Source: an optimization exercise on an open RTL-to-GDS flow (aim: small area, a short achievable clock period and few clock cycles per item). Production flows keep margins and buffers that such runs may drop.
At most, simulation tests tie the RTL to the original design; equivalence was not proved.

==> v13 <==
==> flow/design.v (excerpt) <==
module me_top (
    input  logic           clk,
    input  logic           rst_n,
    input  logic           block_valid,
    input  logic           area_valid,
    input  me_pkg::pixel_t in_data,
    output logic           out_valid,
    output me_pkg::mv_t    out_vector
);
==> flow/config.mk <==
export PLATFORM = sky130hd
export DESIGN_NAME = me_top
export DESIGN_NICKNAME = me_top
export VERILOG_FILES = /design/flow/design.v
export SDC_FILE = /design/flow/constraint.sdc
export NUM_CORES = 4
export LEC_CHECK = 0
export CAP_MARGIN = 20
export CORE_MARGIN = 2
export CORE_UTILIZATION = 40
export SLEW_MARGIN = 20
==> flow/constraint.sdc <==
create_clock -name core_clock -period 7.0 [get_ports {clk}]
set_input_delay 1.4000 -clock core_clock [delete_from_list [all_inputs] [get_ports {clk}]]
set_output_delay 1.4000 -clock core_clock [all_outputs]
set_load 0.01 [all_outputs]
run.sh (not shown) runs the stock make flow with config.mk's settings and CLKGATE_MAP_FILE= SYNTH_SCRIPT=/design/flow/synth_recipe.tcl, a recipe that flattens the netlist after the stock synthesis.
==> inputs of v18, as changes to v13 <==
==> flow/design.v (replaced) <==
package me_pkg;
    localparam int BLOCK_DIM    = 4;
    localparam int BLOCK_PIX    = BLOCK_DIM * BLOCK_DIM;
    localparam int AREA_DIM     = 8;
    localparam int SEARCH_DIM   = AREA_DIM - BLOCK_DIM + 1;
    localparam int NUM_CAND     = SEARCH_DIM * SEARCH_DIM;
    localparam int SEARCH_RANGE = 2;
    localparam int PIXEL_W = 8;
    localparam int SAD_W   = 12;
    localparam int COORD_W = 3;
    localparam int MV_W    = 3;
    typedef logic [PIXEL_W-1:0] pixel_t;
    typedef logic [SAD_W-1:0] sad_t;
    typedef logic [COORD_W-1:0] coord_t;
    typedef logic [BLOCK_PIX*PIXEL_W-1:0] block_flat_t;
    typedef logic signed [MV_W-1:0] mv_t;
endpackage
`timescale 1ns/1ns
module block_buffer (
    input  logic                clk,
    input  logic                sample_block,
    input  me_pkg::pixel_t      sample,
    output me_pkg::block_flat_t block_n
);
    always_ff @(posedge clk) begin
        if (sample_block) begin
            block_n <= {~sample, block_n[me_pkg::BLOCK_PIX*me_pkg::PIXEL_W-1:me_pkg::PIXEL_W]};
        end
    end
endmodule
`timescale 1ns/1ns
module sad_cell (
    input  me_pkg::pixel_t a,
    input  me_pkg::pixel_t b_n,
    output me_pkg::pixel_t m,
    output logic           s
);
    me_pkg::pixel_t t;
    assign {s, t} = {1'b0, a} + {1'b0, b_n};
    assign m      = t ^ {me_pkg::PIXEL_W{~s}};
endmodule
`timescale 1ns/1ns
module sad_array (
    input  logic                clk,
    input  logic                rst_n,
    input  logic                sample_block,
    input  logic                sample_valid,
    input  me_pkg::pixel_t      sample,
    input  me_pkg::block_flat_t block_n,
    output me_pkg::sad_t        sad,
    output logic                sad_valid
);
    localparam int W = me_pkg::PIXEL_W;
    me_pkg::coord_t area_row;
    me_pkg::coord_t area_col;
    logic           win_end;
    always_ff @(posedge clk or negedge rst_n) begin
        if (!rst_n) begin
            area_row <= '0;
            area_col <= '0;
        end else if (sample_block) begin
            area_row <= '0;
            area_col <= '0;
        end else if (sample_valid) begin
            area_col <= area_col + 1'b1;
            if (area_col == me_pkg::coord_t'(me_pkg::AREA_DIM - 1)) begin
                area_row <= area_row + 1'b1;
            end
        end
    end
    assign win_end = sample_valid && (area_row >= me_pkg::coord_t'(me_pkg::BLOCK_DIM - 1)) &&
                     (area_col >= me_pkg::coord_t'(me_pkg::BLOCK_DIM - 1));
    localparam int LEN = 12;
    logic [LEN*W-1:0] line;
    always_ff @(posedge clk) begin
        if (sample_valid) begin
            line <= {line[(LEN-1)*W-1:0], sample};
        end
    end
    logic [me_pkg::BLOCK_PIX-1:0][W-1:0] pix;
    logic [me_pkg::BLOCK_PIX-1:0][W-1:0] m_d;
    logic [me_pkg::BLOCK_PIX-1:0] s_d;
    assign pix[0] = line[11*W +: W];
    assign pix[1] = line[11*W +: W];
    assign pix[2] = line[11*W +: W];
    assign pix[3] = line[11*W +: W];
    assign pix[4] = line[7*W +: W];
    assign pix[5] = line[7*W +: W];
    assign pix[6] = line[7*W +: W];
    assign pix[7] = line[7*W +: W];
    assign pix[8] = line[3*W +: W];
    assign pix[9] = line[3*W +: W];
    assign pix[10] = line[3*W +: W];
    assign pix[11] = line[3*W +: W];
    assign pix[12] = sample;
    assign pix[13] = sample;
    assign pix[14] = sample;
    assign pix[15] = sample;
    for (genvar j = 0; j < me_pkg::BLOCK_PIX; j++) begin : g_pix
        sad_cell i_sad_cell (
            .a   (pix[j]),
            .b_n (block_n[j*W +: W]),
            .m   (m_d[j]),
            .s   (s_d[j])
        );
    end
    logic [me_pkg::BLOCK_PIX-1:0][W-1:0] m;
    logic [me_pkg::BLOCK_PIX-1:0] s;
    always_ff @(posedge clk) begin
        if (sample_valid) begin
            m <= m_d;
            s <= s_d;
        end
    end
    logic [7:0] part0;
    logic [7:0] part0_d;
    assign part0_d = 8'(m[0]) + 8'(s[0]);
    logic [8:0] part1;
    logic [8:0] part1_d;
    assign part1_d = 9'(part0) + 9'(m[1]) + 9'(s[1]);
    logic [9:0] part2;
    logic [9:0] part2_d;
    assign part2_d = 10'(part1) + 10'(m[2]) + 10'(s[2]);
    logic [9:0] part3;
    logic [9:0] part3_d;
    assign part3_d = 10'(part2) + 10'(m[3]) + 10'(s[3]);
    logic [10:0] part4;
    logic [10:0] part4_d;
    assign part4_d = 11'(part3) + 11'(m[4]) + 11'(s[4]);
    logic [10:0] part5;
    logic [10:0] part5_d;
    assign part5_d = 11'(part4) + 11'(m[5]) + 11'(s[5]);
    logic [10:0] part6;
    logic [10:0] part6_d;
    assign part6_d = 11'(part5) + 11'(m[6]) + 11'(s[6]);
    logic [10:0] part7;
    logic [10:0] part7_d;
    assign part7_d = 11'(part6) + 11'(m[7]) + 11'(s[7]);
    logic [11:0] part8;
    logic [11:0] part8_d;
    assign part8_d = 12'(part7) + 12'(m[8]) + 12'(s[8]);
    logic [11:0] part9;
    logic [11:0] part9_d;
    assign part9_d = 12'(part8) + 12'(m[9]) + 12'(s[9]);
    logic [11:0] part10;
    logic [11:0] part10_d;
    assign part10_d = 12'(part9) + 12'(m[10]) + 12'(s[10]);
    logic [11:0] part11;
    logic [11:0] part11_d;
    assign part11_d = 12'(part10) + 12'(m[11]) + 12'(s[11]);
    logic [11:0] part12;
    logic [11:0] part12_d;
    assign part12_d = 12'(part11) + 12'(m[12]) + 12'(s[12]);
    logic [11:0] part13;
    logic [11:0] part13_d;
    assign part13_d = 12'(part12) + 12'(m[13]) + 12'(s[13]);
    logic [11:0] part14;
    logic [11:0] part14_d;
    assign part14_d = 12'(part13) + 12'(m[14]) + 12'(s[14]);
    logic [11:0] sad_d;
    assign sad_d = 12'(part14) + 12'(m[15]) + 12'(s[15]);
    always_ff @(posedge clk) begin
        if (sample_valid) begin
            part0 <= part0_d;
            part1 <= part1_d;
            part2 <= part2_d;
            part3 <= part3_d;
            part4 <= part4_d;
            part5 <= part5_d;
            part6 <= part6_d;
            part7 <= part7_d;
            part8 <= part8_d;
            part9 <= part9_d;
            part10 <= part10_d;
            part11 <= part11_d;
            part12 <= part12_d;
            part13 <= part13_d;
            part14 <= part14_d;
        end
    end
    logic win_sum;
    always_ff @(posedge clk or negedge rst_n) begin
        if (!rst_n) begin
            win_sum   <= 1'b0;
            sad_valid <= 1'b0;
        end else begin
            win_sum   <= win_end;
            sad_valid <= win_sum;
        end
    end
    always_ff @(posedge clk) begin
        sad <= sad_d;
    end
endmodule
`timescale 1ns/1ns
module min_search (
    input  logic           clk,
    input  logic           rst_n,
    input  logic           sample_block,
    input  me_pkg::sad_t   sad,
    input  logic           sad_valid,
    output logic           out_valid,
    output me_pkg::mv_t    out_vector
);
    me_pkg::coord_t cand_row;
    me_pkg::coord_t cand_col;
    me_pkg::sad_t   min_sad;
    me_pkg::mv_t    best_x;
    me_pkg::mv_t    best_y;
    logic           first;
    logic           last;
    logic           less;
    logic           y_cycle;
    always_ff @(posedge clk or negedge rst_n) begin
        if (!rst_n) begin
            cand_row <= '0;
            cand_col <= '0;
        end else if (sample_block) begin
            cand_row <= '0;
            cand_col <= '0;
        end else if (sad_valid) begin
            if (cand_col == me_pkg::coord_t'(me_pkg::SEARCH_DIM - 1)) begin
                cand_col <= '0;
                cand_row <= (cand_row == me_pkg::coord_t'(me_pkg::SEARCH_DIM - 1)) ?
                            '0 : cand_row + 1'b1;
            end else begin
                cand_col <= cand_col + 1'b1;
            end
        end
    end
    assign first = (cand_row == '0) && (cand_col == '0);
    assign last  = sad_valid && (cand_row == me_pkg::coord_t'(me_pkg::SEARCH_DIM - 1)) &&
                   (cand_col == me_pkg::coord_t'(me_pkg::SEARCH_DIM - 1));
    assign less  = sad < min_sad;
    always_ff @(posedge clk) begin
        if (sad_valid && (first || less)) begin
            min_sad <= sad;
            best_x  <= me_pkg::mv_t'(cand_col - 3'd2);
            best_y  <= me_pkg::mv_t'(3'd2 - cand_row);
        end
    end
    always_ff @(posedge clk or negedge rst_n) begin
        if (!rst_n) begin
            y_cycle    <= 1'b0;
            out_valid  <= 1'b0;
            out_vector <= '0;
        end else begin
            y_cycle    <= last;
            out_valid  <= last || y_cycle;
            out_vector <= last    ? (less ? me_pkg::mv_t'(3'sd2) : best_x) :
                          y_cycle ? best_y : '0;
        end
    end
endmodule
`timescale 1ns/1ns
module me_top (
    input  logic           clk,
    input  logic           rst_n,
    input  logic           block_valid,
    input  logic           area_valid,
    input  me_pkg::pixel_t in_data,
    output logic           out_valid,
    output me_pkg::mv_t    out_vector
);
    me_pkg::pixel_t      sample;
    logic                sample_block;
    logic                sample_valid;
    me_pkg::block_flat_t block_n;
    me_pkg::sad_t        sad;
    logic                sad_valid;
    always_ff @(posedge clk) begin
        sample <= in_data;
    end
    always_ff @(posedge clk or negedge rst_n) begin
        if (!rst_n) begin
            sample_block <= 1'b0;
            sample_valid <= 1'b0;
        end else begin
            sample_block <= block_valid;
            sample_valid <= area_valid;
        end
    end
    block_buffer i_block_buffer (
        .clk          (clk),
        .sample_block (sample_block),
        .sample       (sample),
        .block_n      (block_n)
    );
    sad_array i_sad_array (
        .clk          (clk),
        .rst_n        (rst_n),
        .sample_block (sample_block),
        .sample_valid (sample_valid),
        .sample       (sample),
        .block_n      (block_n),
        .sad          (sad),
        .sad_valid    (sad_valid)
    );
    min_search i_min_search (
        .clk          (clk),
        .rst_n        (rst_n),
        .sample_block (sample_block),
        .sad          (sad),
        .sad_valid    (sad_valid),
        .out_valid    (out_valid),
        .out_vector   (out_vector)
    );
endmodule
SETUP_SLACK_MARGIN = 4.2   (was not set)
==> inputs of v11, as changes to v13 <==
ABC_AREA = 1   (was not set)
==> flow_summary.yaml <==
status:
  status: "no timing/DRC/antenna violations"
yosys:
  synth_top_family_by_area: "simple AND/OR/NAND/NOR gates"
finish:
  syn2layout_area_growth_pct: 11.4
  buffers: 19
detailed_routing:
  viasPerCell: 5.03
critical_path:
  cp_top_family: "buffers and inverters"
That was v11.
==> flow_summary.yaml <==
critical_path:
  cp_top_family: "buffers and inverters"
  worst_r2r_endpoint: "i_sad_array.part5[10]$_DFFE_PP_"
finish:
  antenna_cells: 0
  buffers: 20
  syn2layout_area_growth_pct: 10.9
global_routing:
  grt_pass1_vias: 15980
detailed_routing:
  viasPerCell: 5.18
status:
  status: "no timing/DRC/antenna violations"
yosys:
  synth_top_family_by_area: "adder cells"
That was v13.
==> flow_summary.yaml <==
clocking:
  cts_sinks: 592
finish:
  buffers: 19
  syn2layout_area_growth_pct: 11.7
detailed_routing:
  viasPerCell: 5.20
yosys:
  synth_top_family_by_area: "compound AO/OA/AOI/OAI gates"
  syn_inst: 2383
status:
  status: "no timing/DRC/antenna violations"
critical_path:
  regToRegSetupSlack_ns: 4.46
  cp_top_family: "flip-flops"
place:
  post-dp-hpwl_mm: 42.4
floorplan:
  start_util: 0.403
That was v18.
Testbench counts of v13, summed over its fixed seeds: cycles 15,560, jobs 192.
Testbench counts of v11, summed over its fixed seeds: cycles 15,560, jobs 192.
The RTL of v18 was laid out without a check of its function.

## re-timing with driven ports
The flow's constraints put no driver on any port. The routed layouts listed below were extracted and timed again, unchanged, in two steps. Step 1 assumes that a clkbuf_16 drives the clock port and a buf_2 every other input. Step 2 adds t to the input delays and takes it off the output delays; t is the mean of the earliest and latest rising clock arrival at the registers after step 1. Input paths then give back, and output paths get back, about the clock's delay inside the block. a / b / c = ideal ports / drivers / drivers and shift; a / b = the first two.
| run | t (ns) | setup slack, ns | worst setup path after step 2 | worst slew at a driven data input, ns | pins driven straight from the clock port |
|---|---|---|---|---|---|
| v13 | 0.653 | 2.338 / 2.280 / 2.909 | register to register | 0.04 | 1 |
| v18 | 0.661 | 4.356 / 4.293 / 4.349 | input, reset recovery | 0.03 | 1 |
| v11 | 0.650 | 2.343 / 2.284 / 2.934 | register to output | 0.06 | 1 |
After both steps every run listed still meets setup and hold. The setup slack of v18, which loses most, moves by -0.063 ns with the drivers and by -0.007 ns with both steps. The worst setup slack also covers recovery checks on asynchronous resets.
